This is an optimization exercise on Yosys and OpenROAD, whose aim is small area, not a production implementation. The RTL was checked by simulation tests, not by an equivalence proof against the original design. Power and IR drop assume default switching activity.

==> inputs of run K <==
==> flow/design.v <==
`default_nettype none
module rf_ao22 (
    input  wire logic a, ae, b, be,
    output wire logic y
);
    assign y = (a & ae) | (b & be);
endmodule
module rf_aoi222 (
    input  wire logic a1, a2, b1, b2, c1, c2,
    output wire logic y
);
    assign y = ~((a1 & a2) | (b1 & b2) | (c1 & c2));
endmodule
module rf_aoi22 (
    input  wire logic a1, a2, b1, b2,
    output wire logic y
);
    assign y = ~((a1 & a2) | (b1 & b2));
endmodule
module rf_aoi221 (
    input  wire logic a1, a2, b1, b2, c,
    output wire logic y
);
    assign y = ~((a1 & a2) | (b1 & b2) | c);
endmodule
module rf_nand4 (
    input  wire logic a, b, c, d,
    output wire logic y
);
    assign y = ~(a & b & c & d);
endmodule
module rf_nand3 (
    input  wire logic a, b, c,
    output wire logic y
);
    assign y = ~(a & b & c);
endmodule
module rf_or3 (
    input  wire logic a, b, c,
    output wire logic y
);
    assign y = a | b | c;
endmodule
module rf_read_bit (
    input  wire logic [31:0] d,
    input  wire logic [31:0] s,
    input  wire logic        c,
    output wire logic        y
);
    logic [10:0] g;
    genvar gk;
    generate
        for (gk = 0; gk < 10; gk++) begin : g_aoi
            rf_aoi222 u_aoi (
                .a1(d[3*gk]),   .a2(s[3*gk]),
                .b1(d[3*gk+1]), .b2(s[3*gk+1]),
                .c1(d[3*gk+2]), .c2(s[3*gk+2]),
                .y (g[gk])
            );
        end
    endgenerate
    rf_aoi221 u_last (
        .a1(d[30]), .a2(s[30]), .b1(d[31]), .b2(s[31]), .c(c), .y(g[10])
    );
    logic [2:0] h;
    rf_nand4 u_n0 (.a(g[0]), .b(g[1]), .c(g[2]),  .d(g[3]), .y(h[0]));
    rf_nand4 u_n1 (.a(g[4]), .b(g[5]), .c(g[6]),  .d(g[7]), .y(h[1]));
    rf_nand3 u_n2 (.a(g[8]), .b(g[9]), .c(g[10]),           .y(h[2]));
    rf_or3   u_o  (.a(h[0]), .b(h[1]), .c(h[2]), .y(y));
endmodule
module rf_read_bit_nc (
    input  wire logic [31:0] d,
    input  wire logic [31:0] s,
    output wire logic        y
);
    logic [10:0] g;
    genvar gk;
    generate
        for (gk = 0; gk < 10; gk++) begin : g_aoi
            rf_aoi222 u_aoi (
                .a1(d[3*gk]),   .a2(s[3*gk]),
                .b1(d[3*gk+1]), .b2(s[3*gk+1]),
                .c1(d[3*gk+2]), .c2(s[3*gk+2]),
                .y (g[gk])
            );
        end
    endgenerate
    rf_aoi22 u_last (
        .a1(d[30]), .a2(s[30]), .b1(d[31]), .b2(s[31]), .y(g[10])
    );
    logic [2:0] h;
    rf_nand4 u_n0 (.a(g[0]), .b(g[1]), .c(g[2]),  .d(g[3]), .y(h[0]));
    rf_nand4 u_n1 (.a(g[4]), .b(g[5]), .c(g[6]),  .d(g[7]), .y(h[1]));
    rf_nand3 u_n2 (.a(g[8]), .b(g[9]), .c(g[10]),           .y(h[2]));
    rf_or3   u_o  (.a(h[0]), .b(h[1]), .c(h[2]), .y(y));
endmodule
module mips_register_file #(
    parameter int                    DATA_WIDTH = 32,
    parameter int                    ADDR_WIDTH = 5,
    parameter logic [DATA_WIDTH-1:0] SP_RESET   = 32'h0000_3FFC
) (
    input  wire logic                  Clk,
    input  wire logic                  Rst,
    input  wire logic [ADDR_WIDTH-1:0] ReadRegister1,
    input  wire logic [ADDR_WIDTH-1:0] ReadRegister2,
    input  wire logic [ADDR_WIDTH-1:0] WriteRegister,
    input  wire logic [DATA_WIDTH-1:0] WriteData,
    input  wire logic                  RegWrite,
    input  wire logic [ADDR_WIDTH-1:0] DebugAddr,
    output wire logic [DATA_WIDTH-1:0] ReadData1,
    output wire logic [DATA_WIDTH-1:0] ReadData2,
    output wire logic [DATA_WIDTH-1:0] DebugData
);
    localparam int c_num_regs = 2 ** ADDR_WIDTH;
    localparam int c_sp_index = 29;
    logic [c_num_regs-1:1] w_we;
    logic [c_num_regs-1:1] w_hold;
    logic [c_num_regs-1:1] w_fwd;
    logic [c_num_regs-1:1][DATA_WIDTH-1:0] r_data;
    logic [c_num_regs-1:1][DATA_WIDTH-1:0] w_next;
    logic [c_num_regs-1:1]                 r_valid;
    genvar gi, gb;
    generate
        for (gi = 1; gi < c_num_regs; gi++) begin : g_entry
            assign w_we[gi]   = RegWrite && (WriteRegister == ADDR_WIDTH'(gi));
            assign w_hold[gi] = ~w_we[gi];
            assign w_fwd[gi]  = w_we[gi] && Rst;
            for (gb = 0; gb < DATA_WIDTH; gb++) begin : g_bit
                rf_ao22 u_next (
                    .a (r_data[gi][gb]), .ae(w_hold[gi]),
                    .b (WriteData[gb]),  .be(w_we[gi]),
                    .y (w_next[gi][gb])
                );
            end
            always_ff @(posedge Clk) begin
                r_data[gi] <= w_next[gi];
            end
            always_ff @(posedge Clk or negedge Rst) begin
                if (!Rst)          r_valid[gi] <= 1'b0;
                else if (w_we[gi]) r_valid[gi] <= 1'b1;
            end
        end
    endgenerate
    logic [ADDR_WIDTH-1:0] w_raddr [3];
    logic [DATA_WIDTH-1:0] w_rdata [3];
    assign w_raddr[0] = ReadRegister1;
    assign w_raddr[1] = ReadRegister2;
    assign w_raddr[2] = DebugAddr;
    genvar gp, gr;
    generate
        for (gp = 0; gp < 3; gp++) begin : g_read_port
            logic [31:0] sel;
            logic        hit;
            logic        sp;
            for (gr = 1; gr < c_num_regs; gr++) begin : g_sel
                assign sel[gr-1] = (w_raddr[gp] == ADDR_WIDTH'(gr)) &&
                                   r_valid[gr] && !w_fwd[gr];
            end
            assign hit = RegWrite && Rst && (WriteRegister != '0) &&
                         (w_raddr[gp] == WriteRegister);
            assign sel[31] = hit;
            assign sp = (w_raddr[gp] == ADDR_WIDTH'(c_sp_index)) &&
                        !r_valid[c_sp_index] && !w_fwd[c_sp_index];
            for (gb = 0; gb < DATA_WIDTH; gb++) begin : g_bit
                logic [31:0] d;
                for (gr = 1; gr < c_num_regs; gr++) begin : g_d
                    assign d[gr-1] = r_data[gr][gb];
                end
                assign d[31] = WriteData[gb];
                if (SP_RESET[gb]) begin : g_c
                    rf_read_bit u_bit (.d(d), .s(sel), .c(sp), .y(w_rdata[gp][gb]));
                end else begin : g_nc
                    rf_read_bit_nc u_bit (.d(d), .s(sel), .y(w_rdata[gp][gb]));
                end
            end
        end
    endgenerate
    assign ReadData1 = w_rdata[0];
    assign ReadData2 = w_rdata[1];
    assign DebugData = w_rdata[2];
endmodule
`default_nettype wire
==> flow/run.sh <==
#!/bin/bash
# synth_recipe.tcl (not shown) runs the flow's synth.tcl, then flattens the netlist and writes it again
# the make line also repeats each setting of config.mk as NAME=value (left out here)
make -C /OpenROAD-flow-scripts/flow DESIGN_CONFIG=/design/flow/config.mk WORK_HOME=/design/flow/orfs CLKGATE_MAP_FILE= SYNTH_SCRIPT=/design/flow/synth_recipe.tcl finish
==> flow/config.mk <==
export PLATFORM = sky130hd
export DESIGN_NAME = mips_register_file
export DESIGN_NICKNAME = mips_register_file
export VERILOG_FILES = /design/flow/design.v
export SDC_FILE = /design/flow/constraint.sdc
export NUM_CORES = 4
export LEC_CHECK = 0
export CAP_MARGIN = 20
export CORE_MARGIN = 2
export CORE_UTILIZATION = 25
export PLACE_DENSITY = 0.35
export SETUP_SLACK_MARGIN = 0.4
export SLEW_MARGIN = 20
export SYNTH_HIERARCHICAL = 1
export SYNTH_MINIMUM_KEEP_SIZE = 0
==> flow/constraint.sdc <==
create_clock -name core_clock -period 8.0 [get_ports {Clk}]
set_input_delay 1.6000 -clock core_clock [delete_from_list [all_inputs] [get_ports {Clk}]]
set_output_delay 1.6000 -clock core_clock [all_outputs]
set_load 0.01 [all_outputs]
==> run P: changes against run K <==
--- a/flow/design.v
+++ b/flow/design.v
@@ -13,13 +13,7 @@
 endmodule
-module rf_aoi22 (
-    input  wire logic a1, a2, b1, b2,
+module rf_nand2 (
+    input  wire logic a, b,
     output wire logic y
 );
-    assign y = ~((a1 & a2) | (b1 & b2));
-endmodule
-module rf_aoi221 (
-    input  wire logic a1, a2, b1, b2, c,
-    output wire logic y
-);
-    assign y = ~((a1 & a2) | (b1 & b2) | c);
+    assign y = ~(a & b);
 endmodule
@@ -43,6 +37,8 @@
 endmodule
-module rf_read_bit (
-    input  wire logic [31:0] d,
-    input  wire logic [31:0] s,
-    input  wire logic        c,
+module rf_read_bit #(
+    parameter bit HAS_C = 1'b0
+) (
+    input  wire logic [30:0] d,
+    input  wire logic [30:0] s,
+    input  wire logic        cn,
     output wire logic        y
@@ -61,5 +57,3 @@
     endgenerate
-    rf_aoi221 u_last (
-        .a1(d[30]), .a2(s[30]), .b1(d[31]), .b2(s[31]), .c(c), .y(g[10])
-    );
+    rf_nand2 u_last (.a(d[30]), .b(s[30]), .y(g[10]));
     logic [2:0] h;
@@ -67,29 +61,9 @@
     rf_nand4 u_n1 (.a(g[4]), .b(g[5]), .c(g[6]),  .d(g[7]), .y(h[1]));
-    rf_nand3 u_n2 (.a(g[8]), .b(g[9]), .c(g[10]),           .y(h[2]));
-    rf_or3   u_o  (.a(h[0]), .b(h[1]), .c(h[2]), .y(y));
-endmodule
-module rf_read_bit_nc (
-    input  wire logic [31:0] d,
-    input  wire logic [31:0] s,
-    output wire logic        y
-);
-    logic [10:0] g;
-    genvar gk;
     generate
-        for (gk = 0; gk < 10; gk++) begin : g_aoi
-            rf_aoi222 u_aoi (
-                .a1(d[3*gk]),   .a2(s[3*gk]),
-                .b1(d[3*gk+1]), .b2(s[3*gk+1]),
-                .c1(d[3*gk+2]), .c2(s[3*gk+2]),
-                .y (g[gk])
-            );
+        if (HAS_C) begin : g_c
+            rf_nand4 u_n2 (.a(g[8]), .b(g[9]), .c(g[10]), .d(cn), .y(h[2]));
+        end else begin : g_nc
+            rf_nand3 u_n2 (.a(g[8]), .b(g[9]), .c(g[10]),         .y(h[2]));
         end
     endgenerate
-    rf_aoi22 u_last (
-        .a1(d[30]), .a2(s[30]), .b1(d[31]), .b2(s[31]), .y(g[10])
-    );
-    logic [2:0] h;
-    rf_nand4 u_n0 (.a(g[0]), .b(g[1]), .c(g[2]),  .d(g[3]), .y(h[0]));
-    rf_nand4 u_n1 (.a(g[4]), .b(g[5]), .c(g[6]),  .d(g[7]), .y(h[1]));
-    rf_nand3 u_n2 (.a(g[8]), .b(g[9]), .c(g[10]),           .y(h[2]));
     rf_or3   u_o  (.a(h[0]), .b(h[1]), .c(h[2]), .y(y));
@@ -117,3 +91,3 @@
     logic [c_num_regs-1:1] w_hold;
-    logic [c_num_regs-1:1] w_fwd;
+    logic [c_num_regs-1:1] w_live;
     logic [c_num_regs-1:1][DATA_WIDTH-1:0] r_data;
@@ -126,3 +100,3 @@
             assign w_hold[gi] = ~w_we[gi];
-            assign w_fwd[gi]  = w_we[gi] && Rst;
+            assign w_live[gi] = r_valid[gi] || (w_we[gi] && Rst);
             for (gb = 0; gb < DATA_WIDTH; gb++) begin : g_bit
@@ -151,25 +125,19 @@
         for (gp = 0; gp < 3; gp++) begin : g_read_port
-            logic [31:0] sel;
-            logic        hit;
-            logic        sp;
+            logic [30:0] sel;
+            logic        sp_n;
             for (gr = 1; gr < c_num_regs; gr++) begin : g_sel
-                assign sel[gr-1] = (w_raddr[gp] == ADDR_WIDTH'(gr)) &&
-                                   r_valid[gr] && !w_fwd[gr];
+                assign sel[gr-1] = (w_raddr[gp] == ADDR_WIDTH'(gr)) && w_live[gr];
             end
-            assign hit = RegWrite && Rst && (WriteRegister != '0) &&
-                         (w_raddr[gp] == WriteRegister);
-            assign sel[31] = hit;
-            assign sp = (w_raddr[gp] == ADDR_WIDTH'(c_sp_index)) &&
-                        !r_valid[c_sp_index] && !w_fwd[c_sp_index];
+            assign sp_n = !((w_raddr[gp] == ADDR_WIDTH'(c_sp_index)) &&
+                            !w_live[c_sp_index]);
             for (gb = 0; gb < DATA_WIDTH; gb++) begin : g_bit
-                logic [31:0] d;
+                logic [30:0] d;
                 for (gr = 1; gr < c_num_regs; gr++) begin : g_d
-                    assign d[gr-1] = r_data[gr][gb];
+                    assign d[gr-1] = w_next[gr][gb];
                 end
-                assign d[31] = WriteData[gb];
-                if (SP_RESET[gb]) begin : g_c
-                    rf_read_bit u_bit (.d(d), .s(sel), .c(sp), .y(w_rdata[gp][gb]));
-                end else begin : g_nc
-                    rf_read_bit_nc u_bit (.d(d), .s(sel), .y(w_rdata[gp][gb]));
-                end
+                rf_read_bit #(
+                    .HAS_C(SP_RESET[gb])
+                ) u_bit (
+                    .d(d), .s(sel), .cn(sp_n), .y(w_rdata[gp][gb])
+                );
             end
==> flow/flow/run.sh (new file) <==
#!/bin/bash
# Standard ORFS layout with three changes: ports are buffered with buf_1,
# and clock tree synthesis clusters more sinks per buffer and inserts no
# dummy loads. Each ORFS step writes its own log under orfs/logs/.
set -euo pipefail
bash standard.sh \
  "BUFFER_PORTS_ARGS=-buffer_cell sky130_fd_sc_hd__buf_1" \
  "CTS_ARGS=-sink_clustering_enable -repair_clock_nets -dont_use_dummy_load -sink_clustering_size 22 -sink_clustering_max_diameter 80 -buf_list sky130_fd_sc_hd__clkbuf_16" \
  finish > standard_sh.log 2>&1
==> flow/standard.sh (new file) <==
#!/bin/bash
# synth_recipe.tcl (not shown) runs the flow's synth.tcl, then flattens the netlist and writes it again
# the make line also repeats each setting of config.mk as NAME=value (left out here)
make -C /OpenROAD-flow-scripts/flow DESIGN_CONFIG=/design/flow/config.mk WORK_HOME=/design/flow/orfs CLKGATE_MAP_FILE= SYNTH_SCRIPT=/design/flow/synth_recipe.tcl "${@:-finish}"
CAP_MARGIN = 10   (was 20)
CORE_UTILIZATION = 35   (was 25)
PLACE_DENSITY = 0.45   (was 0.35)
SETUP_SLACK_MARGIN = 0   (was 0.4)
SLEW_MARGIN = 10   (was 20)
removed: flow/run.sh
==> summary of the runs <==
In run K the clock power is larger than in run P, by about 80%. Of run P and run K, run K has the higher cell count (gap about 15%, measured against run K). Power: run P is smaller than run K (about 20%). In run P the combinational power is higher than in run K, by 26%. Sequential power: run K is higher than run P (13%). Between run P and run K, the lower via count is in run P (gap 3.2%, measured against run K). Critical path depth: run K is lower than run P (2). Against run K, the synthesized cell count of run P is smaller by about 0.7%. In run P the count of clock-buffer cells in the layout is lower than in run K, by 131. In clock skew, run K and run P do not differ. Of run K and run P, run K has the higher non-clock buffer count (gap 110).

[port drivers added, routing unchanged]
Ports are ideal in the flow. The routed layouts listed here were re-timed in OpenROAD.
Step 1 assumes that a clkbuf_16 drives the clock port and a buf_2 every other input.
Step 2 also shifts input and output timing later by t, the mid clock arrival at the registers, as if the neighbouring blocks saw the same clock.
Slacks: ideal ports / drivers / drivers and shift; pairs: ideal ports / drivers.
run | t (ns) | slack for setup (ns) | worst setup path at the end | worst slew at a driven data input, ns | cell pins on the clock port's net
run K | 0.851 | 0.395 / 0.365 / 0.365 | input to output | 0.10 | 1
run P | 0.735 | 0.668 / 0.642 / 0.642 | input to output | 0.12 | 1
After both steps setup and hold are still met in every run listed. The setup slack of run K, which loses most, moves by -0.030 ns with the drivers and by -0.030 ns with both steps.
